Context: an optimization exercise on an open-source flow, tuned for small area. The choices shown serve that exercise and are no tape-out recipe. In this exercise RTL edits were held to simulation tests only and were not proved equivalent to the original. In runs 5 and 6 the design's own scripts or RTL, not TritonCTS, make the clock network. No driver is modelled on the clock port, so clock power and skew are understated where the tree is cut down; a real chip needs a root buffer or a tree. Power and IR drop assume default switching activity.

### flow/design.v
package edge_pkg;
    localparam int EDGE_LINE_W = 76;
    localparam int EDGE_DATA_W = 32;
    function automatic int addr_w(input int depth);
        addr_w = (depth <= 2) ? 1 : $clog2(depth);
    endfunction
endpackage
module line_ram
#(
    parameter int DATA_W = edge_pkg::EDGE_DATA_W,
    parameter int DEPTH  = edge_pkg::EDGE_LINE_W,
    parameter int A_W    = edge_pkg::addr_w(DEPTH)
) (
    input  logic              clk,
    input  logic              en,
    input  logic              we,
    input  logic [A_W-1:0]    addr,
    input  logic [DATA_W-1:0] wdata,
    output logic [DATA_W-1:0] rdata
);
    logic [DATA_W-1:0] mem [DEPTH];
    always_ff @(posedge clk) begin
        if (en) begin
            rdata <= mem[addr];
            if (we) begin
                mem[addr] <= wdata;
            end
        end
    end
endmodule
module line_window_buffer
#(
    parameter int DATA_W = edge_pkg::EDGE_DATA_W,
    parameter int LINE_W = edge_pkg::EDGE_LINE_W,
    parameter int ROWS   = 3,
    parameter int Y_W    = 16
) (
    input  logic                   clk,
    input  logic                   rst_n,
    input  logic                   in_valid,
    output logic                   in_ready,
    input  logic [DATA_W-1:0]      in_data,
    input  logic                   in_sof,
    output logic                   out_valid,
    input  logic                   out_ready,
    output logic [ROWS*DATA_W-1:0] out_col,
    output logic [edge_pkg::addr_w(LINE_W)-1:0] out_x,
    output logic [Y_W-1:0]         out_y,
    output logic                   out_win_ok
);
    localparam int X_W  = edge_pkg::addr_w(LINE_W);
    localparam int NRAM = ROWS - 1;
    localparam int S_W  = edge_pkg::addr_w(NRAM);
    logic              accept;
    logic [X_W-1:0]    x_cnt, x_p0;
    logic [Y_W-1:0]    y_cnt, y_p0;
    logic [S_W-1:0]    sel_cnt, sel_p0;
    logic              vld_p1;
    logic              primed_p1;
    logic [DATA_W-1:0] pix_p1;
    logic [X_W-1:0]    x_p1;
    logic [Y_W-1:0]    y_p1;
    logic              win_p1;
    logic [S_W-1:0]    sel_p1;
    logic [DATA_W-1:0]      rd_data [NRAM];
    logic [ROWS*DATA_W-1:0] col;
    function automatic logic [Y_W-1:0] sat_inc_y(input logic [Y_W-1:0] y);
        sat_inc_y = (&y) ? y : y + Y_W'(1);
    endfunction
    function automatic logic [S_W-1:0] ring_inc(input logic [S_W-1:0] s);
        ring_inc = (s == S_W'(NRAM - 1)) ? '0 : s + S_W'(1);
    endfunction
    function automatic int ring_idx(input logic [S_W-1:0] s, input int k);
        int t;
        t = int'(s) - k;
        if (t < 0) begin
            t = t + NRAM;
        end
        ring_idx = t;
    endfunction
    always_comb begin
        in_ready     = !vld_p1 || out_ready;
        accept       = in_valid && in_ready;
        x_p0         = in_sof ? '0 : x_cnt;
        y_p0         = in_sof ? '0 : y_cnt;
        sel_p0       = in_sof ? '0 : sel_cnt;
    end
    genvar g;
    generate
        for (g = 0; g < NRAM; g++) begin : g_line
            line_ram #(
                .DATA_W (DATA_W),
                .DEPTH  (LINE_W),
                .A_W    (X_W)
            ) u_line (
                .clk   (clk),
                .en    (accept),
                .we    (accept && (sel_p0 == S_W'(g))),
                .addr  (x_p0),
                .wdata (in_data),
                .rdata (rd_data[g])
            );
        end
    endgenerate
    always_ff @(posedge clk or negedge rst_n) begin
        if (!rst_n) begin
            x_cnt   <= '0;
            y_cnt   <= '0;
            sel_cnt <= '0;
        end else if (accept) begin
            if (x_p0 == X_W'(LINE_W - 1)) begin
                x_cnt   <= '0;
                y_cnt   <= sat_inc_y(y_p0);
                sel_cnt <= ring_inc(sel_p0);
            end else begin
                x_cnt   <= x_p0 + X_W'(1);
                y_cnt   <= y_p0;
                sel_cnt <= sel_p0;
            end
        end
    end
    always_ff @(posedge clk or negedge rst_n) begin
        if (!rst_n) begin
            vld_p1    <= 1'b0;
            primed_p1 <= 1'b0;
            pix_p1    <= '0;
            x_p1      <= '0;
            y_p1      <= '0;
            win_p1    <= 1'b0;
            sel_p1    <= '0;
        end else if (accept) begin
            vld_p1    <= 1'b1;
            primed_p1 <= 1'b1;
            pix_p1    <= in_data;
            x_p1      <= x_p0;
            y_p1      <= y_p0;
            win_p1    <= (y_p0 >= Y_W'(ROWS - 1));
            sel_p1    <= sel_p0;
        end else if (out_ready) begin
            vld_p1    <= 1'b0;
        end
    end
    always_comb begin
        col             = '0;
        col[DATA_W-1:0] = pix_p1;
        for (int k = 1; k <= NRAM; k++) begin
            col[k*DATA_W +: DATA_W] = primed_p1 ? rd_data[ring_idx(sel_p1, k)] : '0;
        end
    end
    assign out_valid  = vld_p1;
    assign out_col    = col;
    assign out_x      = x_p1;
    assign out_y      = y_p1;
    assign out_win_ok = win_p1;
endmodule
### flow/run.sh
#!/bin/bash
# synth_recipe.tcl (not shown) runs the flow's synth.tcl, then flattens the netlist and writes it again
# the make line also repeats each setting of config.mk as NAME=value (left out here)
make -C /OpenROAD-flow-scripts/flow DESIGN_CONFIG=/design/flow/config.mk WORK_HOME=/design/flow/orfs CLKGATE_MAP_FILE= SYNTH_SCRIPT=/design/flow/synth_recipe.tcl finish
### flow/config.mk
export PLATFORM = sky130hd
export DESIGN_NAME = line_window_buffer
export DESIGN_NICKNAME = line_window_buffer
export VERILOG_FILES = /design/flow/design.v
export SDC_FILE = /design/flow/constraint.sdc
export NUM_CORES = 4
export LEC_CHECK = 0
export CAP_MARGIN = 20
export CORE_MARGIN = 2
export CORE_UTILIZATION = 25
export PLACE_DENSITY = 0.45
export SLEW_MARGIN = 20
### flow/constraint.sdc
create_clock -name core_clock -period 10.0 [get_ports {clk}]
set_input_delay 2.0000 -clock core_clock [delete_from_list [all_inputs] [get_ports {clk}]]
set_output_delay 2.0000 -clock core_clock [all_outputs]
set_load 0.01 [all_outputs]
==> results of run 1 <==
## state kept, by name, summed over array words and instances, names as in the netlist
signal / cells
x_p1: 7
x_cnt: 7
g_line.u_line.rdata: 64
pix_p1: 32
sel_p1: 1
y_p1: 16
primed_p1: 1
y_cnt: 16
vld_p1: 1
sel_cnt: 1
g_line.u_line.mem: 4864
win_p1: 1
## layout make-up
class | count | area [sq um]
diodes | 66 | 165.2
clock buffers | 697 | 14330
repair buffers | 733 | 6669
inverters | 14 | 80.08
multi-input cells | 5427 | 41750
clock inverters | 249 | 2016
well taps | 10240 | 12810
flip-flops and latches | 5011 | 150100
fillers | 76540 | 545600
## synth_stat cells (108+ instances only)
cell,count,area [sq um]
a21oi_1,346,1732
mux2_2,108,1216
o221ai_1,173,1515
clkbuf_1,291,1092
buf_1,123,461.7
a221oi_1,111,972.2
a22oi_1,781,5863
nand2_1,438,1644
mux2i_1,969,9699
a22o_1,251,2198
o21ai_0,286,1431
nor2_1,523,1963
edfxtp_1,4928,148000
o22ai_1,377,2359
buf_2,269,1346
## routing by layer
metal,global-route usage,vias to the layer above,wire length (um)
li1,-,47220,-
met1,0.2891,65080,347400
met2,0.3291,8263,389200
met3,0.04722,1608,91870
met4,0.1157,28,56980
met5,0,-,194
## worst register-to-register path: stages, from the launching register on
cell and delay, ps:
dfrtp_4 870, buf_12 600, or3b_4 560, buf_4 940
o22ai_1 280, a221o_1 290, o21ai_0 660, nand4_1 760
a221o_1 510
## through the flow
step	cell area [sq um]	util	total power, mW
finish	227900	0.2946	50.74
global placement	211000	0.2728	31.74
floorplan	194000	-	27.10
CTS	227600	0.2943	50.65
detailed placement	211300	0.2732	31.76
global route	227800	0.2945	51.60
## worst max path at each step
stage,slack [ps],from,to
floorplan,3140,in_sof,g_line[0].u_line.mem[31][0]
global placement,2920,in_sof,g_line[1].u_line.rdata[18]
detailed placement,3200,in_sof,g_line[1].u_line.rdata[4]
CTS,4360,sel_p1,out_col[92]
global route,4320,in_sof,g_line[1].u_line.rdata[4]
finish,4110,in_sof,g_line[1].u_line.rdata[4]
## cells by family (layout without fill, tap and decap cells)
group	after synthesis	in the layout	synth area share
AO/OA/AOI/OAI	2978	2978	0.1124
other	0	66	0
AND/OR/NAND/NOR	1309	1309	0.03048
multiplexers	1121	1121	0.06109
XOR/XNOR	17	17	0.0007674
buffers and inverters	839	1693	0.02176
flip-flops	5011	5011	0.7734
adder cells (fa/ha/maj)	2	2	0.0001290
## power groups by stage
stage	logic [mW]	registers, mW	clock network, mW
2_1_floorplan	3.39	23.7	0
3_3_place_gp	7.78	24.0	0
3_5_place_dp	7.80	24.0	0
4_1_cts	7.81	23.5	19.3
5_1_grt	7.98	23.5	20.1
6_report	8.04	23.5	19.2
==> flow_metrics.tcl, run 1 <==
set metrics [dict create \
    antenna_found_initial 110 \
    power_switching_share 0.2938 \
    r2r.worst_path.cells 8 \
    cp_data_required_time_ps 10870 \
    root_buffer "clkbuf_16" \
    numPortBuffers 158 \
    post_synthesis_mean_instance_area_sq_um 17.21 \
    outcome "complete, no violations" \
    grt_max_degree 99 \
    min-delay-path-class "reg2reg" \
    fin_setup_tns_ps 0 \
    critPathLaunchType "input port" \
    hold_startpoint "pix_p1[31]" \
    coreArea_sq_um 773500 \
    cts_made_buffers 541 \
    timing_max_transition_violations_final 0 \
    place_inst 21420 \
    drtPass1Iterations 7 \
    r2r_slack_ps 4280 \
    vdd_ir_drop_max_v 0.0001938 \
    detailedPlace.worstSlack_ps 3197 \
    critical_path.slowest_cell "nand4_1" \
    die_width_um 885.0 \
    number_of_nets_with_antenna_violations_after_routing 0 \
    async_flop_share 0.01656 \
    powerDensity_nw_per_um2 222.7 \
    synth.lib_cells_used.distinct 94 \
    share_comb_of_total_power 0.158 \
    number_of_failing_hold_endpoints_at_the_final_stage 0 \
    power_frac_clock 0.378 \
    syn_area_sq_um 194000 \
    p_leak_nw 71.60 \
    yosys_warnings 3 \
    grt_util_all_layers 0.2165 \
    crit_path_max_fanout 65 \
    capture_endpoint_of_the_worst_hold_path "pix_p1[31]" \
    drc_errors 0 \
    worstHoldPathCells 2 \
    post_layout_instance_count_excluding_filler_cells 22430 \
    detail_route.vias_per_cell 5.447 \
    cp_cell_sequence "buf_8 > buf_4 > nand3b_4 > buf_12 > o22ai_1 > o31ai_1 > nand4_1 > a221o_1" \
    clk-insertion-delay-late_ps 1130 \
    critical-path-top-delay-family "simple AND/OR/NAND/NOR gates" \
    most-common-layout-cells "edfxtp_1 (4928), mux2i_1 (969), a22oi_1 (781)" \
    detail_route.wl_per_cell_um 39.48 \
    path_class "in2reg" \
    regToRegEndpoint "g_line[0].u_line.rdata[8]" \
    placement_rows 323 \
    final_net_count 11770 \
    synth-seq-area-share 0.7734 \
    netSwitchingPower_mw 14.91 \
    hpwlAfterDp_um 514500 \
    synthCells 11280 \
    route.vias.total 122200 \
    mostFrequentLayoutCell "edfxtp_1" \
    r2r-start "x_cnt[0]" \
    fmax_mhz 169.7 \
    initial_core_util 0.2508 \
    cts.hold.buffers_added 0 \
    critical_path_buf_inv_count 3 \
    drive_gt1_frac 0.1448 \
    first_pass_grt_wire_length_um 1149000 \
    path_clk_slew_ps 60 \
    gpl.final_weighted_congestion 0.8679 \
    finalWorstSetupSlack_ps 4106 \
    synth_enable_flop_cells 4928 \
    post-cts-setup-buffer-count 0 \
    die_area_sq_um 783200 \
    ctsResizeCount 0 \
    ys_seq_elements 5011 \
    grt_setup_unrepaired "false" \
    final.hold.worst_slack_ps 471.4 \
    maxCapViolations 0 \
    max_root_sink_buffers 4 \
    endpoint_kind "flip-flop" \
    pwr-share-seq 0.464 \
    skew_ps 56.77 \
    cts.sinks 5011 \
    number_of_cells_on_the_critical_path 8 \
    height_of_the_die_um 885.0 \
    areaGrowthSynthToFinish_pct 17.46 \
    via_count_of_the_first_global_routing_pass 113400 \
    io-pin-count 159 \
    final-setup-viol-count 0 \
    final.period_utilization 0.5894 \
    drt_iter0_drc 21130 \
    dominantRegCellSynth "edfxtp_1" \
    net_count_after_synthesis 11320 \
    routed_wl_um 885600 \
    cellInternalPower_mw 35.84 \
    htree_num_levels 6 \
    final.min_clock_period_ps 5894 \
    grt.overflow.total 0 \
    worst_ep_arrival_time_ps 6760 \
    max_slew.worst_pin.slew_ps 1416 \
    tritoncts "done" \
    worst_path_largest_cell_delay_ps 1050 \
    timing.slew.headroom 0.05599 \
]
==> run 2: changes to the inputs <==
==> flow/design.v (replaced) <==
package edge_pkg;
    localparam int EDGE_LINE_W = 76;
    localparam int EDGE_DATA_W = 32;
    function automatic int addr_w(input int depth);
        addr_w = (depth <= 2) ? 1 : $clog2(depth);
    endfunction
endpackage
module line_window_buffer
#(
    parameter int DATA_W = edge_pkg::EDGE_DATA_W,
    parameter int LINE_W = edge_pkg::EDGE_LINE_W,
    parameter int ROWS   = 3,
    parameter int Y_W    = 16
) (
    input  logic                   clk,
    input  logic                   rst_n,
    input  logic                   in_valid,
    output logic                   in_ready,
    input  logic [DATA_W-1:0]      in_data,
    input  logic                   in_sof,
    output logic                   out_valid,
    input  logic                   out_ready,
    output logic [ROWS*DATA_W-1:0] out_col,
    output logic [edge_pkg::addr_w(LINE_W)-1:0] out_x,
    output logic [Y_W-1:0]         out_y,
    output logic                   out_win_ok
);
    localparam int X_W   = edge_pkg::addr_w(LINE_W);
    localparam int DEPTH = (ROWS - 1) * LINE_W + 1;
    logic                    accept;
    logic                    vld_p1;
    logic                    fresh;      
    logic [X_W-1:0]          x_p1, x_p0;
    logic [Y_W-1:0]          y_p1, y_p0;
    logic [DEPTH*DATA_W-1:0] chain;
    always_comb begin
        in_ready = !vld_p1 || out_ready;
        accept   = in_valid && in_ready;
        if (in_sof || fresh) begin
            x_p0 = '0;
            y_p0 = '0;
        end else if (x_p1 == X_W'(LINE_W - 1)) begin
            x_p0 = '0;
            y_p0 = (&y_p1) ? y_p1 : y_p1 + Y_W'(1);
        end else begin
            x_p0 = x_p1 + X_W'(1);
            y_p0 = y_p1;
        end
    end
    always_ff @(posedge clk or negedge rst_n) begin
        if (!rst_n) begin
            vld_p1 <= 1'b0;
            fresh  <= 1'b1;
        end else if (accept) begin
            vld_p1 <= 1'b1;
            fresh  <= 1'b0;
        end else if (out_ready) begin
            vld_p1 <= 1'b0;
        end
    end
    always_ff @(posedge clk) begin
        if (accept) begin
            x_p1  <= x_p0;
            y_p1  <= y_p0;
            chain <= {chain[(DEPTH-1)*DATA_W-1:0], in_data};
        end
    end
    always_comb begin
        for (int k = 0; k < ROWS; k++) begin
            out_col[k*DATA_W +: DATA_W] = chain[k*LINE_W*DATA_W +: DATA_W];
        end
    end
    assign out_valid  = vld_p1;
    assign out_x      = x_p1;
    assign out_y      = y_p1;
    assign out_win_ok = (y_p1 >= Y_W'(ROWS - 1));
endmodule
--- a/flow/config.mk
+++ b/flow/config.mk
@@ -6,7 +6,8 @@
 export NUM_CORES = 4
 export LEC_CHECK = 0
+export ABC_AREA = 1
 export CAP_MARGIN = 20
 export CORE_MARGIN = 2
-export CORE_UTILIZATION = 25
-export PLACE_DENSITY = 0.45
+export CORE_UTILIZATION = 50
+export PLACE_DENSITY = 0.6
 export SLEW_MARGIN = 20
==> run 2 against run 1 <==
- still clean on timing, DRC and antenna
- fmax increased by 14%
- clock-buffer cell count fell by 131
- register-to-register slack gained 2200 ps
- final area down 25%
- largest power group unchanged
- highest routed layer is now met4
==> flow_metrics.tcl, run 2 <==
set metrics [dict create \
    outcome "complete, no violations" \
    routed_wl_um 159000 \
    fmax_mhz 194.2 \
    yosys_warnings 1 \
    registers.top_by_ff_count "chain" \
    tritoncts "done" \
    hpwlAfterDp_um 63980 \
    critical-path-top-delay-family "buffers and inverters" \
    timing_max_transition_violations_final 0 \
    most-common-layout-cells "edfxtp_1 (4919), clkbuf_16 (482), clkdlybuf4s50_1 (158)" \
    height_of_the_die_um 550.3 \
    areaGrowthSynthToFinish_pct 14.33 \
    drive_gt1_frac 0.1170 \
    final_net_count 5804 \
    post_synthesis_mean_instance_area_sq_um 28.85 \
    place_inst 9224 \
    syn_area_sq_um 149200 \
    powerDensity_nw_per_um2 246.0 \
    dominantRegCellSynth "edfxtp_1" \
    p_leak_nw 55.55 \
    grt_util_all_layers 0.1036 \
    grt_setup_unrepaired "false" \
    wl_met2_um 67730 \
    grt.overflow.total 0 \
    gpl.final_weighted_congestion 0.6915 \
    grt_max_degree 225 \
    mostFrequentLayoutCell "edfxtp_1" \
    synthTopCellsByCount "edfxtp_1 (4919), buf_4 (96), nand2_1 (40)" \
    min-delay-path-class "reg2reg" \
    worst_path_largest_cell_delay_ps 540 \
    cts_made_buffers 475 \
    drtPass1Iterations 4 \
    max_slew.worst_pin.slew_ps 1106 \
    net_count_after_synthesis 5212 \
    cp_data_required_time_ps 8000 \
    endpoint_kind "primary output" \
    post_synth_main_area_contributors "edfxtp_1 (99%), buf_4 (0.48%), nand2_1 (0.10%)" \
    met1_length_um 78890 \
    largest_register_ff_count 4896 \
    vdd_ir_drop_max_v 0.0001536 \
    skew_ps 36.21 \
    worst_ep_arrival_time_ps 3150 \
    topRoutingLayerUsed "met4" \
    die_width_um 550.3 \
    max_root_sink_buffers 4 \
    placement_rows 200 \
    final.period_utilization 0.5151 \
    critical_path.slowest_cell "clkdlybuf4s50_1" \
    htree_num_levels 5 \
    synth.lib_cells_used.distinct 23 \
    die_area_sq_um 302800 \
    first_pass_grt_wire_length_um 258700 \
    initial_core_util 0.5028 \
    post_layout_instance_count_excluding_filler_cells 10090 \
    layout_top_registers "chain x4896, y_p1 x16, x_p1 x7" \
    synthDominantCellAreaShare 0.9899 \
    io-pin-count 159 \
    path_clk_slew_ps 60 \
    post-cts-setup-buffer-count 0 \
    ctsResizeCount 0 \
    critical_path_buf_inv_count 3 \
    cts.sinks 4921 \
    final-setup-viol-count 0 \
    post-synth-top-area-cell "edfxtp_1" \
    maxCapViolations 0 \
    synth-seq-area-share 0.9902 \
    detail_route.vias_per_cell 4.739 \
    cts.hold.buffers_added 0 \
    crit_path_max_fanout 2 \
    detail_route.wl_per_cell_um 15.75 \
    final.hold.worst_slack_ps 390.3 \
    via_count_of_the_first_global_routing_pass 47500 \
    coreArea_sq_um 296800 \
    synthCells 5172 \
    root_buffer "clkbuf_16" \
    wl_met3_um 7484 \
    final.min_clock_period_ps 5151 \
    number_of_nets_with_antenna_violations_after_routing 0 \
    critPathLaunchType "input port" \
    path_class "in2out" \
    fin_setup_tns_ps 0 \
    drc_errors 0 \
    antenna_found_initial 3 \
    ys_seq_elements 4921 \
    critical-path-top-cell-by-count "clkdlybuf4s50_1" \
    cp_cell_sequence "clkdlybuf4s50_1 > inv_1 > nand2_1 > clkdlybuf4s50_1" \
    route.vias.total 47840 \
    drt_iter0_drc 4837 \
    timing.slew.headroom 0.2628 \
    numPortBuffers 158 \
    clk-insertion-delay-late_ps 930 \
    synth_enable_flop_cells 4919 \
    number_of_failing_hold_endpoints_at_the_final_stage 0 \
    yosys.cell_count.top_type "edfxtp_1" \
    async_flop_share 0.0004064 \
]
run 2: final cells by class:
cell class	count	area (sq um)
sequential	4921	147800
fill	21230	126200
clock buffer	566	12380
tap	3939	4928
clock inverter	301	2509
timing repair buffer	212	2281
multi-input combinational	126	641.9
inverter	28	105.1
antenna	1	2.502
run 2: metrics by stage:
step	setup WS [ps]	instance area (sq um)	power, mW	util
floorplan	-74250	149200	28.76	-
global placement	4331	155700	25.40	0.5245
detailed placement	4276	155700	25.46	0.5245
CTS	4844	170500	42.65	0.5746
global route	4805	170600	43.61	0.5749
finish	4849	170600	41.96	0.5749
run 2: worst paths after layout:
kind,start,end,slack [ps],cells past startpoint
worst max register to register,vld_p1,chain[735],6510,4
worst max-delay path,out_ready,in_ready,4850,4
min in group asynchronous,rst_n,vld_p1,1260,1
worst min register to register,chain[2350],chain[2382],390,0
max in group asynchronous,rst_n,fresh,8540,1
worst min-delay path,chain[2350],chain[2382],390,0
run 2: kinds of logic after synthesis:
family / Yosys count / synth area share
buf+inv: 125 / 0.005567
xor+xnor: 1 / 0.00005870
flops: 4921 / 0.9902
compound gates: 14 / 0.0004947
simple gates: 108 / 0.003404
fa+ha+maj: 3 / 0.0002516
run 2: power breakdown:
part	switching [mW]	internal, mW
Clock	7.22	9.74
Sequential	0.289	24.1
Combinational	0.521	0.0923
run 2: layer usage:
layer | up-vias | global-route usage
li1 | 22160 | -
met5 | - | 0
met1 | 24560 | 0.1633
met4 | 0 | 0.03971
met2 | 735 | 0.1390
met3 | 383 | 0.02717
==> run 3: changes to the inputs <==
--- a/flow/config.mk
+++ b/flow/config.mk
@@ -10,4 +10,6 @@
 export CORE_MARGIN = 2
 export CORE_UTILIZATION = 50
+export CTS_CLUSTER_DIAMETER = 80
+export CTS_CLUSTER_SIZE = 30
 export PLACE_DENSITY = 0.6
 export SLEW_MARGIN = 20
==> run 3 against run 2 <==
- wire length fell by 4.3%
- via count down 4.4%
- cell count down 5.8%
- total power fell by 17%
- global-route usage shrank 0.55 points
- sequential share of layout area up 4.9 points
- final area shrank 5.3%
- critical path type unchanged
- critical endpoint unchanged
- largest power group unchanged
- highest routed layer unchanged
==> flow_metrics.tcl, run 3 <==
set metrics [dict create \
    synth_xor_xnor_area_share 0.00005869 \
    r2r.worst_path.cells 4 \
    final.period_utilization 0.5152 \
    fin_setup_tns_ps 0 \
    powerDensity_nw_per_um2 214.6 \
    cts_made_buffers 199 \
    post_synth_main_area_contributors "edfxtp_1 (99%), buf_4 (0.48%), nand2_1 (0.10%)" \
    critical_path.slowest_cell "clkdlybuf4s50_1" \
    p_leak_nw 51.07 \
    cp_data_required_time_ps 8000 \
    dominantRegCellSynth "edfxtp_1" \
    fillers 21890 \
    via_count_of_the_first_global_routing_pass 44320 \
    number_of_failing_hold_endpoints_at_the_final_stage 0 \
    post_synthesis_mean_instance_area_sq_um 28.85 \
    post-synth-top-area-cell "edfxtp_1" \
    clk-insertion-delay-late_ps 900 \
    dpl-instance-area_sq_um 155700 \
    final_net_count 5528 \
    antenna_found_initial 3 \
    max_slew.worst_pin.slew_ps 1159 \
    cp_cell_sequence "clkdlybuf4s50_1 > inv_1 > nand2_1 > clkdlybuf4s50_1" \
    detailedPlace.worstSlack_ps 4276 \
    synth.area.mux_share 0 \
    drt_iter0_drc 4928 \
    height_of_the_die_um 550.3 \
    placement_rows 200 \
    tritoncts "done" \
    synthDominantCellAreaShare 0.9899 \
    grt.overflow.total 0 \
    grt_max_degree 225 \
    synth-seq-area-share 0.9902 \
    yosys.area_share.simple 0.003404 \
    r2r_slack_ps 6500 \
    max_root_sink_buffers 4 \
    min-delay-path-class "reg2reg" \
    numPortBuffers 158 \
    drtPass1Iterations 6 \
    registers.top_by_ff_count "chain" \
    synth_top_family_by_area "buffers and inverters" \
    detail_route.vias_per_cell 4.813 \
    total_power_mw 34.67 \
    yosys.cell_count.top_type "edfxtp_1" \
    ys_seq_elements 4921 \
    regToRegEndpoint "chain[331]" \
    post-route-cell-area_sq_um 161500 \
    syn_area_sq_um 149200 \
    first_pass_grt_wire_length_um 245600 \
    vdd_ir_drop_max_v 0.0001434 \
    critical-path-top-cell-by-count "clkdlybuf4s50_1" \
    post-cts-setup-buffer-count 0 \
    finalWorstSetupSlack_ps 4848 \
    most-common-layout-cells "edfxtp_1 (4919), clkbuf_16 (204), clkdlybuf4s50_1 (158)" \
    crit_path_max_fanout 2 \
    worstHoldPathCells 0 \
    async_flop_share 0.0004064 \
    net_count_after_synthesis 5212 \
    synthCells 5172 \
    ctsResizeCount 0 \
    synthTopCellsByCount "edfxtp_1 (4919), buf_4 (96), nand2_1 (40)" \
    htree_num_levels 4 \
    maxCapViolations 0 \
    coreArea_sq_um 296800 \
    timing_max_transition_violations_final 0 \
    areaGrowthSynthToFinish_pct 8.235 \
    endpoint_kind "primary output" \
    grt_util_all_layers 0.09816 \
    path_clk_slew_ps 110 \
    final_core_utilization 0.5442 \
    mostFrequentLayoutCell "edfxtp_1" \
    outcome "complete, no violations" \
    route.vias.total 45760 \
    hpwlAfterDp_um 63980 \
    startpoint "out_ready" \
    critPathLaunchType "input port" \
    drc_errors 0 \
    timing.slew.headroom 0.2274 \
    worst_ep_arrival_time_ps 3150 \
    worstSetupEndpoint "in_ready" \
    routed_wl_um 152100 \
    die_width_um 550.3 \
    drive_gt1_frac 0.05965 \
    path_class "in2out" \
    final-setup-viol-count 0 \
    gpl.final_weighted_congestion 0.6915 \
    root_buffer "clkbuf_16" \
    synth_enable_flop_cells 4919 \
    yosys_warnings 1 \
    worst_path_largest_cell_delay_ps 540 \
    r2r-start "vld_p1" \
    skew_ps 37.74 \
    cts.sinks 4921 \
    final.min_clock_period_ps 5152 \
    layout_top_registers "chain x4896, y_p1 x16, x_p1 x7" \
    fmax_mhz 194.1 \
    grt_setup_unrepaired "false" \
    synth_adder_area_share 0.0002515 \
    synth-compound-area-share 0.0004947 \
    initial_core_util 0.5028 \
    detail_route.wl_per_cell_um 16.00 \
    largest_register_ff_count 4896 \
    io-pin-count 159 \
    synth.lib_cells_used.distinct 23 \
    number_of_nets_with_antenna_violations_after_routing 0 \
    cts.hold.buffers_added 0 \
    die_area_sq_um 302800 \
]
run 3: cell counts after synthesis:
Identical to the previous run, type by type.
run 3: kinds of logic (layout without fill, tap and decap cells):
| kind of cell | after synthesis | in the layout |
|---|---|---|
| buffers and inverters | 125 | 519 |
| XOR/XNOR | 1 | 1 |
| other | 0 | 1 |
| AND/OR/NAND/NOR | 108 | 108 |
| adder cells (fa/ha/maj) | 3 | 3 |
| flip-flops | 4921 | 4921 |
| AO/OA/AOI/OAI | 14 | 14 |
run 3: per-stage QoR:
| stage | hold slack [ps] | cells |
|---|---|---|
| floorplan | 400.3 | 5172 |
| global placement | 400.5 | 9224 |
| detailed placement | 404.5 | 9224 |
| CTS | 401.2 | 9503 |
| global route | 404.0 | 9506 |
| finish | 396.0 | 9506 |
run 3: worst min-delay path by stage:
stage / endpoint / slack (ps) / start
floorplan: chain[1000] / 400 / chain[968]
global placement: chain[2304] / 400 / chain[2272]
detailed placement: chain[1007] / 400 / chain[975]
CTS: chain[1692] / 400 / chain[1660]
global route: chain[1692] / 400 / chain[1660]
finish: chain[1692] / 400 / chain[1660]
run 3: layer usage:
metal  share of wire  wire length [um]  vias to the layer above  track usage
li1                -                 -                    21230            -
met1            0.50             76550                    23860       0.1578
met2            0.43             66060                      414       0.1366
met3           0.036              5533                      257      0.02033
met4           0.026              3993                        0      0.02881
met5               0                 0                        -            0
run 3: power breakdown:
| group | internal, mW | leakage (nW) | switching (mW) |
|---|---|---|---|
| sequential | 24.1 | 46.9 | 0.288 |
| clock | 3.89 | 2.82 | 5.83 |
| combinational | 0.0923 | 1.38 | 0.520 |
run 3: area by class of cell:
class | instances | area, sq um | area share
Tap cell | 3939 | 4928 | 0.03051
Sequential cell | 4921 | 147800 | 0.9149
Inverter | 28 | 105.1 | 0.0006507
Antenna cell | 1 | 2.502 | 0.00001549
Clock buffer | 211 | 5131 | 0.03177
Multi-Input combinational cell | 126 | 641.9 | 0.003974
Clock inverter | 68 | 658.1 | 0.004075
Timing Repair Buffer | 212 | 2281 | 0.01412
run 3: critical path, delay by kind of cell:
kind | cells | cell delay [ps]
buf+inv | 3 | 1070
simple gates | 1 | 80
==> run 4: changes to the inputs <==
==> flow/flow/run.sh (new file) <==
#!/bin/bash
# Standard ORFS layout (the standard.sh) with two changes:
#  - ports are buffered with the smallest buffer (buf_1) instead of the default choice;
#  - CTS clusters up to 30 flip-flops per leaf buffer and inserts no dummy loads.
set -euo pipefail
export BUFFER_PORTS_ARGS="-buffer_cell sky130_fd_sc_hd__buf_1"
export CTS_ARGS="-sink_clustering_enable -repair_clock_nets -dont_use_dummy_load -sink_clustering_size 30 -sink_clustering_max_diameter 80"
bash standard.sh finish > flow_make.log 2>&1
==> flow/standard.sh (new file) <==
#!/bin/bash
# synth_recipe.tcl (not shown) runs the flow's synth.tcl, then flattens the netlist and writes it again
# the make line also repeats each setting of config.mk as NAME=value (left out here)
make -C /OpenROAD-flow-scripts/flow DESIGN_CONFIG=/design/flow/config.mk WORK_HOME=/design/flow/orfs CLKGATE_MAP_FILE= SYNTH_SCRIPT=/design/flow/synth_recipe.tcl "${@:-finish}"
--- a/flow/config.mk
+++ b/flow/config.mk
@@ -9,7 +9,5 @@
 export CAP_MARGIN = 20
 export CORE_MARGIN = 2
-export CORE_UTILIZATION = 50
-export CTS_CLUSTER_DIAMETER = 80
-export CTS_CLUSTER_SIZE = 30
-export PLACE_DENSITY = 0.6
+export CORE_UTILIZATION = 70
+export PLACE_DENSITY = 0.75
 export SLEW_MARGIN = 20
removed: flow/run.sh
==> run 4 against run 3 <==
- still clean on timing, DRC and antenna
- non-clock buffer count decreased by 9
- first-iteration DRC count decreased by 16%
- clock-buffer cell count decreased by 28
- highest routed layer unchanged
==> flow_metrics.tcl, run 4 <==
set metrics [dict create \
    cts_made_buffers 183 \
    vdd_ir_drop_max_v 0.0001976 \
    critical_path.slowest_cell "buf_6" \
    worst_path_largest_cell_delay_ps 730 \
    path_clk_slew_ps 100 \
    die_area_sq_um 216900 \
    detailedPlace.worstSlack_ps 4443 \
    dpl-instance-area_sq_um 153200 \
    outcome "complete, no violations" \
    initial_core_util 0.7036 \
    grt.overflow.total 0 \
    timing_max_transition_violations_final 0 \
    areaGrowthSynthToFinish_pct 5.775 \
    ctsResizeCount 0 \
    critical-path-top-cell-by-count "buf_12" \
    dominantRegCellSynth "edfxtp_1" \
    cts.hold.buffers_added 0 \
    mostFrequentLayoutCell "edfxtp_1" \
    numPortBuffers 158 \
    fmax_mhz 223.6 \
    antenna_found_initial 5 \
    drc_errors 0 \
    async_flop_share 0.0004064 \
    worst_ep_arrival_time_ps 4950 \
    tritoncts "done" \
    post-cts-setup-buffer-count 0 \
    drt_iter0_drc 4122 \
    post-synth-top-area-cell "edfxtp_1" \
    yosys_warnings 1 \
    synthCells 5172 \
    final-setup-viol-count 0 \
    synth_enable_flop_cells 4919 \
    synth-seq-area-share 0.9902 \
    crit_path_max_fanout 210 \
    grt_setup_unrepaired "false" \
    registers.top_by_ff_count "chain" \
    cp_data_required_time_ps 10480 \
    p_leak_nw 50.02 \
    detail_route.wl_per_cell_um 17.64 \
    coreArea_sq_um 212100 \
    post_synth_main_area_contributors "edfxtp_1 (99%), buf_4 (0.48%), nand2_1 (0.10%)" \
    met1_length_um 73330 \
    final_net_count 5503 \
    most-common-layout-cells "edfxtp_1 (4919), clkbuf_16 (183), buf_1 (158)" \
    wl_met2_um 65030 \
    die_width_um 465.7 \
    placement_rows 169 \
    post-route-cell-area_sq_um 157800 \
    net_count_after_synthesis 5212 \
    cts.sinks 4921 \
    io-pin-count 159 \
    max_root_sink_buffers 3 \
    htree_num_levels 4 \
    layout_top_registers "chain x4896, y_p1 x16, x_p1 x7" \
    skew_ps 42.81 \
    drive_gt1_frac 0.04541 \
    gpl.final_weighted_congestion 0.7342 \
    wl_met3_um 4852 \
    timing.slew.headroom 0.1776 \
    max_slew.worst_pin.slew_ps 1234 \
    synthTopCellsByCount "edfxtp_1 (4919), buf_4 (96), nand2_1 (40)" \
    synth.lib_cells_used.distinct 23 \
    min-delay-path-class "reg2reg" \
    topRoutingLayerUsed "met4" \
    syn_area_sq_um 149200 \
    powerDensity_nw_per_um2 211.7 \
    grt_util_all_layers 0.1339 \
    final.period_utilization 0.4472 \
    height_of_the_die_um 465.7 \
    fin_setup_tns_ps 0 \
    number_of_nets_with_antenna_violations_after_routing 0 \
    ys_seq_elements 4921 \
    via_count_of_the_first_global_routing_pass 41880 \
    hpwlAfterDp_um 66080 \
    number_of_failing_hold_endpoints_at_the_final_stage 0 \
    yosys.cell_count.top_type "edfxtp_1" \
    root_buffer "clkbuf_16" \
    clk-insertion-delay-late_ps 850 \
    grt_max_degree 222 \
    cp_cell_sequence "buf_1 > inv_1 > a21oi_4 > buf_12 > buf_12 > buf_6" \
    first_pass_grt_wire_length_um 229100 \
    path_class "in2reg" \
    finalWorstSetupSlack_ps 5528 \
    synthDominantCellAreaShare 0.9899 \
    drtPass1Iterations 20 \
    detail_route.vias_per_cell 5.394 \
    post_synthesis_mean_instance_area_sq_um 28.85 \
    route.vias.total 44680 \
    largest_register_ff_count 4896 \
    final.min_clock_period_ps 4472 \
    maxCapViolations 0 \
    routed_wl_um 146200 \
    endpoint_kind "flip-flop" \
    critPathLaunchType "input port" \
]
[run 4: per-layer routing]
metal,up-vias,global-route usage
li1,21050,-
met1,22990,0.2246
met2,450,0.1883
met3,197,0.02376
met4,0,0.03724
met5,-,0
[run 4: area by class of cell]
| type | count | area (sq um) |
|---|---|---|
| flip-flops and latches | 4921 | 147800 |
| fillers | 11000 | 54250 |
| clock buffers | 183 | 4579 |
| well taps | 2821 | 3530 |
| repair buffers | 203 | 1212 |
| multi-input cells | 126 | 644.4 |
| inverters | 28 | 105.1 |
| diodes | 2 | 5.005 |
[run 4: cells by family (layout without fill, tap and decap cells)]
group | after synthesis | count (layout) | synth area share
XOR/XNOR | 1 | 1 | 0.00005870
flip-flops | 4921 | 4921 | 0.9902
AND/OR/NAND/NOR | 108 | 108 | 0.003404
other | 0 | 2 | 0
buffers and inverters | 125 | 414 | 0.005567
adder cells (fa/ha/maj) | 3 | 3 | 0.0002516
AO/OA/AOI/OAI | 14 | 14 | 0.0004947
[run 4: worst max-delay path, delay by kind of cell]
kind            cells  cell delay (ps)
buf+inv             5             1930
compound gates      1              570
[run 4: power breakdown]
part / leakage [nW] / switching, mW / internal, mW
Sequential: 46.9 / 0.302 / 24.1
Combinational: 0.898 / 0.513 / 0.0488
Clock: 2.26 / 5.20 / 3.30
[run 4: per-stage QoR]
step                      utilization  std cells  power [mW]  hold slack [ps]
after global routing           0.7442       8283       34.62            404.5
after CTS                      0.7439       8280       33.85            396.6
final                          0.7442       8284       33.42            398.4
after floorplan                     -       5172       28.76            400.3
after detailed placement       0.7223       8097       25.41            404.5
after global placement         0.7223       8097       25.36            400.1
[run 4: final timing paths]
| check | cells past startpoint | to | from | slack (ps) |
|---|---|---|---|---|
| min in group asynchronous | 1 | vld_p1 | rst_n | 910 |
| min | 0 | chain[1352] | chain[1320] | 400 |
| max in group asynchronous | 1 | fresh | rst_n | 8880 |
| max | 6 | chain[1748] | out_ready | 5530 |
| min reg2reg | 0 | chain[1352] | chain[1320] | 400 |
| max reg2reg | 4 | chain[1748] | vld_p1 | 6380 |
==> run 5: changes to the inputs <==
==> flow/flow/run.sh (replaced) <==
#!/bin/bash
# Standard ORFS layout (the standard.sh) with two changes:
#  - ports are buffered with the smallest buffer (buf_1);
#  - the clock tree is built by flow/clock_tree.tcl (recursive bisection,
#    inverter leaves) instead of TritonCTS; cts.tcl's own legalisation and
#    timing repair still run after it.
# Each step's full log is in orfs/logs/...; make's output in flow_make.log.
set -euo pipefail
export BUFFER_PORTS_ARGS="-buffer_cell sky130_fd_sc_hd__buf_1"
export PRE_CTS_TCL="$PWD/flow/clock_tree.tcl"
export CTS_LEAF_N=30
export CTS_UP_N=8
export CTS_LEVEL_MASTERS="sky130_fd_sc_hd__inv_12 sky130_fd_sc_hd__inv_16 sky130_fd_sc_hd__clkbuf_16"
bash standard.sh finish > flow_make.log 2>&1
==> flow/flow/clock_tree.tcl (new file) <==
# Hand-built clock tree, sourced by ORFS's cts.tcl through PRE_CTS_TCL.
# The clock sinks are split by recursive bisection (along the longer side
# of their bounding box) into groups of at most cts_leaf_n; each group gets a
# driver at its centroid. The drivers are grouped the same way, at most
# cts_up_n per driver, level by level up to a single root fed by the clock
# port. cts_level_masters gives the cell for each level (the last one is
# used for all higher levels); the number of inverting levels must be even.
# It runs in place of TritonCTS: cts.tcl's clock_tree_synthesis call builds
# it and marks the clock propagated. Placement is legalised by cts.tcl's detailed_placement.

set ::cts_block [ord::get_db_block]
set ::cts_db [ord::get_db]
set ::cts_count 0

proc cts_bisect {items maxn} {
  if {[llength $items] <= $maxn} { return [list $items] }
  set xs [lmap i $items {lindex $i 1}]
  set ys [lmap i $items {lindex $i 2}]
  set dx [expr {[tcl::mathfunc::max {*}$xs] - [tcl::mathfunc::min {*}$xs]}]
  set dy [expr {[tcl::mathfunc::max {*}$ys] - [tcl::mathfunc::min {*}$ys]}]
  set k [expr {$dx >= $dy ? 1 : 2}]
  set s [lsort -integer -index $k $items]
  set n [llength $s]
  set groups [expr {int(ceil(double($n) / $maxn))}]
  set h [expr {int(round(double($n) * ($groups / 2) / $groups))}]
  return [concat [cts_bisect [lrange $s 0 [expr {$h - 1}]] $maxn] \
                 [cts_bisect [lrange $s $h end] $maxn]]
}

proc cts_driver {master items level} {
  global cts_block cts_count
  incr cts_count
  set inst [odb::dbInst_create $cts_block $master "clktree_L${level}_$cts_count"]
  set net [odb::dbNet_create $cts_block "clknet_L${level}_$cts_count"]
  $net setSigType CLOCK
  set sx 0
  set sy 0
  foreach i $items {
    set it [lindex $i 0]
    $it disconnect
    $it connect $net
    set sx [expr {$sx + [lindex $i 1]}]
    set sy [expr {$sy + [lindex $i 2]}]
  }
  set n [llength $items]
  $inst setLocation [expr {int($sx / $n)}] [expr {int($sy / $n)}]
  $inst setPlacementStatus PLACED
  set ain ""
  foreach it [$inst getITerms] {
    set t [$it getMTerm]
    if {[$t getSigType] == "POWER" || [$t getSigType] == "GROUND"} { continue }
    if {[$t getIoType] == "OUTPUT"} { $it connect $net }
    if {[$t getIoType] == "INPUT"} { set ain $it }
  }
  set b [$inst getBBox]
  return [list $ain [expr {([$b xMin] + [$b xMax]) / 2}] [expr {([$b yMin] + [$b yMax]) / 2}]]
}

proc cts_build {clk_name leaf_n up_n level_masters} {
  global cts_block cts_db
  set clk_net [$cts_block findNet $clk_name]
  set cur {}
  foreach it [$clk_net getITerms] {
    set b [[$it getInst] getBBox]
    lappend cur [list $it [expr {([$b xMin] + [$b xMax]) / 2}] [expr {([$b yMin] + [$b yMax]) / 2}]]
  }
  puts "clock tree: [llength $cur] sinks on $clk_name"
  set level 0
  set maxn $leaf_n
  set inversions 0
  while {$level == 0 || [llength $cur] > 1} {
    set name [lindex $level_masters [expr {min($level, [llength $level_masters] - 1)}]]
    set master [$cts_db findMaster $name]
    if {[string match "*inv*" $name]} { incr inversions }
    set next {}
    foreach g [cts_bisect $cur $maxn] {
      lappend next [cts_driver $master $g $level]
    }
    puts "clock tree level $level: [llength $next] x $name"
    set cur $next
    set maxn $up_n
    incr level
  }
  if {$inversions % 2} { error "clock tree has an odd number of inverting levels" }
  [lindex $cur 0 0] connect $clk_net
}

# Replaces TritonCTS for cts.tcl's call (made after its repair_clock_inverters).
rename ::clock_tree_synthesis ::cts_tritoncts_unused
proc ::clock_tree_synthesis {args} {
  cts_build clk $::env(CTS_LEAF_N) $::env(CTS_UP_N) $::env(CTS_LEVEL_MASTERS)
  set_propagated_clock [all_clocks]
}
==> run 5 against run 4 <==
- worst hold slack gained 10 ps
- die area is the same
- sequential share of layout area grew 0.83 points
- sequential cell count is the same
- first-iteration DRC count shrank 1.1%
- combinational power is essentially flat
- critical endpoint is now in_ready
- largest power group unchanged
==> flow_metrics.tcl, run 5 <==
set metrics [dict create \
    routed_wl_um 143600 \
    ctsResizeCount 0 \
    synthDominantCellAreaShare 0.9899 \
    grt.overflow.total 0 \
    critical_path_buf_inv_count 3 \
    skew_ps 26.88 \
    drt_iter0_drc 4076 \
    syn_area_sq_um 149200 \
    vdd_ir_drop_max_v 0.0001958 \
    net_count_after_synthesis 5212 \
    maxCapViolations 0 \
    ys_seq_elements 4921 \
    crit_path_max_fanout 2 \
    cts.hold.buffers_added 0 \
    mostFrequentLayoutCell "edfxtp_1" \
    critical_path.slowest_cell "buf_1" \
    path_class "in2out" \
    critical-path-top-delay-family "buffers and inverters" \
    height_of_the_die_um 465.7 \
    number_of_nets_with_antenna_violations_after_routing 0 \
    synth-seq-area-share 0.9902 \
    final.min_clock_period_ps 4410 \
    regToRegEndpoint "chain[2491]" \
    areaGrowthSynthToFinish_pct 4.850 \
    yosys_warnings 1 \
    registers.top_by_ff_count "chain" \
    power_switching_share 0.2215 \
    timing.slew.headroom 0.2266 \
    post-synth-top-area-cell "edfxtp_1" \
    post_layout_instance_count_excluding_filler_cells 8289 \
    number_of_failing_hold_endpoints_at_the_final_stage 0 \
    r2r.worst_path.cells 4 \
    synth_enable_flop_cells 4919 \
    r2r_slack_ps 6450 \
    cp_cell_sequence "buf_1 > inv_1 > nand2_1 > buf_1" \
    pwr-share-seq 0.754 \
    final.period_utilization 0.4410 \
    detail_route.vias_per_cell 5.382 \
    synthTopCellsByCount "edfxtp_1 (4919), buf_4 (96), nand2_1 (40)" \
    fillers 11130 \
    critPathLaunchType "input port" \
    antenna_found_initial 5 \
    initial_core_util 0.7036 \
    startpoint "out_ready" \
    p_leak_nw 49.23 \
    post-cts-setup-buffer-count 0 \
    hpwlAfterDp_um 66080 \
    via_count_of_the_first_global_routing_pass 41160 \
    outcome "complete, no violations" \
    first_pass_grt_wire_length_um 224300 \
    gpl.final_weighted_congestion 0.7342 \
    dominantRegCellSynth "edfxtp_1" \
    drive_gt1_frac 0.04663 \
    path_clk_slew_ps 100 \
    cellInternalPower_mw 25.15 \
    largest_register_ff_count 4896 \
    grt_util_all_layers 0.1274 \
    share_comb_of_total_power 0.017 \
    gr-max-usage-layer "met1" \
    timing_max_transition_violations_final 0 \
    worst_path_largest_cell_delay_ps 130 \
    routing_usage_on_met1 0.2157 \
    netSwitchingPower_mw 7.155 \
    endpoint_kind "primary output" \
    cp_data_required_time_ps 8000 \
    drtPass1Iterations 20 \
    grt_setup_unrepaired "false" \
    grt_util_met3 0.01816 \
    power_frac_clock 0.229 \
    post_synth_main_area_contributors "edfxtp_1 (99%), buf_4 (0.48%), nand2_1 (0.10%)" \
    post_synthesis_mean_instance_area_sq_um 28.85 \
    layout_top_registers "chain x4896, y_p1 x16, x_p1 x7" \
    io-pin-count 159 \
    powerDensity_nw_per_um2 206.5 \
    yosys.cell_count.top_type "edfxtp_1" \
    fmax_mhz 226.8 \
    die_width_um 465.7 \
    met2_usage 0.1829 \
    synthCells 5172 \
    most-common-layout-cells "edfxtp_1 (4919), inv_12 (165), buf_1 (158)" \
    r2r-start "vld_p1" \
    number_of_cells_on_the_critical_path 4 \
    critical-path-top-cell-by-count "buf_1" \
    numPortBuffers 158 \
    grt_max_degree 222 \
    final-setup-viol-count 0 \
    worst_ep_arrival_time_ps 2410 \
    clk-insertion-delay-late_ps 850 \
    coreArea_sq_um 212100 \
    place_inst 8097 \
    drc_errors 0 \
    fin_setup_tns_ps 0 \
    die_area_sq_um 216900 \
    route.vias.total 44610 \
    worstSetupEndpoint "in_ready" \
    async_flop_share 0.0004064 \
    diodes 0 \
    synth.lib_cells_used.distinct 23 \
    detail_route.wl_per_cell_um 17.33 \
    min-delay-path-class "reg2reg" \
    final_net_count 5510 \
    placement_rows 169 \
    max_slew.worst_pin.slew_ps 1160 \
]
[run 5: cell types whose count changed in the layout (fill, tap and decap cells not counted)]
cell       previous run  this run
inv_16                0        21
clkbuf_16           183         4
inv_12                0       165
diode_2               2         0
[run 5: power groups by stage]
stage          Sequential [mW]  Clock, mW  Combinational, mW
6_report                  24.4       7.38              0.561
3_3_place_gp              24.8          0              0.557
5_1_grt                   24.5       8.37              0.632
4_1_cts                   24.4       7.81              0.573
3_5_place_dp              24.8          0              0.583
2_1_floorplan             28.4          0              0.414
[run 5: cell families (layout without fill, tap and decap cells)]
logic type | after synthesis | after routing | synth area share
buffers and inverters | 125 | 421 | 0.005567
AO/OA/AOI/OAI | 14 | 14 | 0.0004947
XOR/XNOR | 1 | 1 | 0.00005870
flip-flops | 4921 | 4921 | 0.9902
AND/OR/NAND/NOR | 108 | 108 | 0.003404
adder cells (fa/ha/maj) | 3 | 3 | 0.0002516
[run 5: worst min-delay path by stage]
stage / start / to / slack, ps / cells past startpoint
after floorplan: chain[968] / chain[1000] / 400 / 0
after global routing: chain[3248] / chain[3280] / 410 / 0
after CTS: chain[1753] / chain[1785] / 400 / 0
after detailed placement: chain[1006] / chain[1038] / 400 / 0
final: chain[3501] / chain[3533] / 410 / 0
after global placement: chain[1547] / chain[1579] / 400 / 0
[run 5: worst register-to-register path, cell delays in order, from the launching register on]
cell	delay, ps
dfrtp_1	440
a21oi_4	580
buf_12	460
buf_12	760
buf_6	930
[run 5: metrics by stage]
| step | setup WS [ps] | hold WS (ps) | cell area (sq um) | total power, mW | utilization |
|---|---|---|---|---|---|
| after CTS | 5412 | 399.9 | 156400 | 32.78 | 0.7374 |
| final | 5590 | 408.3 | 156500 | 32.30 | 0.7377 |
| after global placement | 4462 | 400.1 | 153200 | 25.36 | 0.7223 |
| after detailed placement | 4443 | 404.5 | 153200 | 25.41 | 0.7223 |
| after floorplan | -74250 | 400.3 | 149200 | 28.76 | - |
| after global routing | 5417 | 411.5 | 156500 | 33.48 | 0.7377 |
[run 5: layer usage]
| layer | wire (um) | up-vias |
|---|---|---|
| met5 | 12 | - |
| met3 | 4832 | 226 |
| met4 | 3856 | 2 |
| met1 | 71410 | 22830 |
| met2 | 63500 | 437 |
| li1 | - | 21120 |
[run 5: area by class of cell]
type	count	area, sq um	area share
sequential	4921	147800	0.9444
tap	2821	3530	0.02256
inverter	214	3209	0.02051
timing repair buffer	203	1212	0.007749
multi-input combinational	126	644.4	0.004118
buffer	4	100.1	0.0006398
==> run 6: changes to the inputs <==
--- a/flow/flow/run.sh
+++ b/flow/flow/run.sh
@@ -9,6 +9,6 @@
 export BUFFER_PORTS_ARGS="-buffer_cell sky130_fd_sc_hd__buf_1"
 export PRE_CTS_TCL="$PWD/flow/clock_tree.tcl"
-export CTS_LEAF_N=30
+export CTS_LEAF_N=24
 export CTS_UP_N=8
-export CTS_LEVEL_MASTERS="sky130_fd_sc_hd__inv_12 sky130_fd_sc_hd__inv_16 sky130_fd_sc_hd__clkbuf_16"
+export CTS_LEVEL_MASTERS="sky130_fd_sc_hd__inv_8 sky130_fd_sc_hd__inv_12 sky130_fd_sc_hd__clkbuf_16"
 bash standard.sh finish > flow_make.log 2>&1
==> run 6 against run 5 <==
- core utilization is 0.16 points lower
- via count grew 0.80%
- global-route usage is 0.057 points higher
- still clean on timing, DRC and antenna
- final area shrank 0.21%
- combinational power about the same
- setup slack worse by 59 ps
- die area did not move
- sequential share of layout area up 0.20 points
- synthesized cell count stayed put
- wire length about the same
- sequential cell count stayed put
==> flow_metrics.tcl, run 6 <==
set metrics [dict create \
    total_power_mw 32.02 \
    hpwlAfterDp_um 66080 \
    yosys_warnings 1 \
    cp_cell_sequence "buf_1 > inv_1 > a21oi_4 > buf_12 > buf_12 > buf_6" \
    route.vias.total 44970 \
    io-pin-count 159 \
    cts.hold.buffers_added 0 \
    final.period_utilization 0.4469 \
    drive_gt1_frac 0.05476 \
    final_core_utilization 0.7361 \
    r2r_slack_ps 6400 \
    maxCapViolations 0 \
    fmax_mhz 223.8 \
    critical_path.slowest_cell "buf_6" \
    numPortBuffers 158 \
    power_frac_clock 0.222 \
    fin_setup_tns_ps 0 \
    share_comb_of_total_power 0.018 \
    initial_core_util 0.7036 \
    placement_rows 169 \
    cellInternalPower_mw 25.05 \
    drtPass1Iterations 20 \
    max_slew.worst_pin.slew_ps 1127 \
    synth-seq-area-share 0.9902 \
    largest_register_ff_count 4896 \
    p_leak_nw 49.27 \
    final-setup-viol-count 0 \
    synth.lib_cells_used.distinct 23 \
    endpoint_kind "flip-flop" \
    synthTopCellsByCount "edfxtp_1 (4919), buf_4 (96), nand2_1 (40)" \
    via_count_of_the_first_global_routing_pass 41640 \
    path_clk_slew_ps 110 \
    dpl-instance-area_sq_um 153200 \
    antenna_found_initial 5 \
    coreArea_sq_um 212100 \
    pwr-share-seq 0.761 \
    worst_path_largest_cell_delay_ps 730 \
    registers.top_by_ff_count "chain" \
    first_pass_grt_wire_length_um 225200 \
    post_synth_main_area_contributors "edfxtp_1 (99%), buf_4 (0.48%), nand2_1 (0.10%)" \
    path_class "in2reg" \
    cp_data_required_time_ps 10410 \
    async_flop_share 0.0004064 \
    timing.slew.headroom 0.2485 \
    outcome "complete, no violations" \
    die_area_sq_um 216900 \
    critical-path-top-cell-by-count "buf_12" \
    number_of_nets_with_antenna_violations_after_routing 0 \
    min-delay-path-class "reg2reg" \
    dominantRegCellSynth "edfxtp_1" \
    drc_errors 0 \
    post-route-cell-area_sq_um 156100 \
    skew_ps 75.45 \
    number_of_failing_hold_endpoints_at_the_final_stage 0 \
    detail_route.wl_per_cell_um 17.24 \
    grt_setup_unrepaired "false" \
    synthDominantCellAreaShare 0.9899 \
    mostFrequentLayoutCell "edfxtp_1" \
    synth_enable_flop_cells 4919 \
    vdd_ir_drop_max_v 0.0001745 \
    timing_max_transition_violations_final 0 \
    drt_iter0_drc 4078 \
    grt_util_all_layers 0.1280 \
    final_net_count 5557 \
    detail_route.vias_per_cell 5.394 \
    most-common-layout-cells "edfxtp_1 (4919), inv_8 (206), buf_1 (158)" \
    ctsResizeCount 0 \
    post_synthesis_mean_instance_area_sq_um 28.85 \
    layout_top_registers "chain x4896, y_p1 x16, x_p1 x7" \
    critPathLaunchType "input port" \
    grt.overflow.total 0 \
    height_of_the_die_um 465.7 \
    synthCells 5172 \
    routed_wl_um 143700 \
    die_width_um 465.7 \
    ys_seq_elements 4921 \
    syn_area_sq_um 149200 \
    worst_ep_arrival_time_ps 4880 \
    yosys.cell_count.top_type "edfxtp_1" \
    gpl.final_weighted_congestion 0.7342 \
    final.min_clock_period_ps 4469 \
    post-synth-top-area-cell "edfxtp_1" \
    crit_path_max_fanout 210 \
    clk-insertion-delay-late_ps 840 \
    areaGrowthSynthToFinish_pct 4.626 \
    post-cts-setup-buffer-count 0 \
    net_count_after_synthesis 5212 \
    final.hold.worst_slack_ps 361.5 \
    netSwitchingPower_mw 6.975 \
    powerDensity_nw_per_um2 205.1 \
    grt_max_degree 222 \
    power_switching_share 0.2178 \
]
-- run 6: cell counts after synthesis --
Identical to the previous run, type by type.
-- run 6: path summary, 6_finish.rpt --
check / from / cells past startpoint / endpoint
setup / recovery: out_ready / 6 / chain[3564]
hold / removal: chain[1555] / 0 / chain[1587]
setup reg to reg: vld_p1 / 4 / chain[3564]
hold reg to reg: chain[1555] / 0 / chain[1587]
max in group asynchronous: rst_n / 1 / fresh
min in group asynchronous: rst_n / 1 / vld_p1
-- run 6: final cells by class --
type,instances,area [sq um]
Sequential cell,4921,147800
Tap cell,2821,3530
Antenna cell,1,2.502
Multi-Input combinational cell,126,644.4
Inverter,260,2848
Fill cell,11170,55960
Buffer,5,125.1
Timing Repair Buffer,203,1212
-- run 6: cell families (layout without fill, tap and decap cells) --
logic type / count (synthesis) / in the layout / synth area share
AO/OA/AOI/OAI: 14 / 14 / 0.0004947
AND/OR/NAND/NOR: 108 / 108 / 0.003404
XOR/XNOR: 1 / 1 / 0.00005870
other: 0 / 1 / 0
buffers and inverters: 125 / 468 / 0.005567
adder cells (fa/ha/maj): 3 / 3 / 0.0002516
flip-flops: 4921 / 4921 / 0.9902
-- run 6: metrics by stage --
step,instances,setup slack (ps)
2_1_floorplan,5172,-74250
6_report,8337,5531
3_5_place_dp,8097,4443
4_1_cts,8334,5346
3_3_place_gp,8097,4462
5_1_grt,8336,5348
-- run 6: critical path: cells and delay by family --
| family | cells | cell delay, ps |
|---|---|---|
| buffers and inverters | 5 | 2010 |
| AO/OA/AOI/OAI | 1 | 570 |
-- run 6: metal layers --
metal  GRT usage  vias up  routed length (um)
met4     0.03394        4                4104
met5           0        -                  26
met1      0.2176    22920               71670
li1            -    21270                   -
met3     0.01970      279                5217
met2      0.1803      497               62700
-- run 6: power groups by stage --
stage                     sequential, mW  combinational (mW)  clock (mW)
after CTS                           24.4               0.573        7.54
after global placement              24.8               0.557           0
after global routing                24.5               0.632        8.12
final                               24.4               0.562        7.11
after floorplan                     28.4               0.414           0
after detailed placement            24.8               0.583           0

## re-timing with driven ports
In the flow no input, the clock included, has a driving cell. The finished layouts below were timed again as built, in two steps. Step 1 sets driving cells, clkbuf_16 on the clock port and buf_2 on the other inputs (assumed; they add their load-dependent delay and slew). Step 2 adds t to the input delays and takes it off the output delays; t is the mean of the earliest and latest rising clock arrival at the registers after step 1. Input paths then give back, and output paths get back, about the clock's delay inside the block. Slacks: ideal / step 1 / step 2; pairs: ideal / step 1.
| run | t, ns | setup slack, ns | latest minus earliest clock arrival (ns) |
|---|---|---|---|
| run 1 | 1.240 | 4.106 / 4.178 / 2.938 | 0.065 / 0.066 |
| run 2 | 0.993 | 4.849 / 4.820 / 4.375 | 0.051 / 0.052 |
| run 3 | 0.954 | 4.848 / 4.818 / 4.381 | 0.061 / 0.060 |
| run 4 | 0.907 | 5.528 / 5.555 / 4.668 | 0.045 / 0.045 |
| run 5 | 0.925 | 5.590 / 5.561 / 4.719 | 0.046 / 0.046 |
| run 6 | 0.889 | 5.531 / 5.564 / 4.696 | 0.089 / 0.089 |
After both steps setup and hold are still met in every run listed. The setup slack of run 1, which loses most, moves by +0.072 ns with the drivers and by -1.168 ns with both steps.
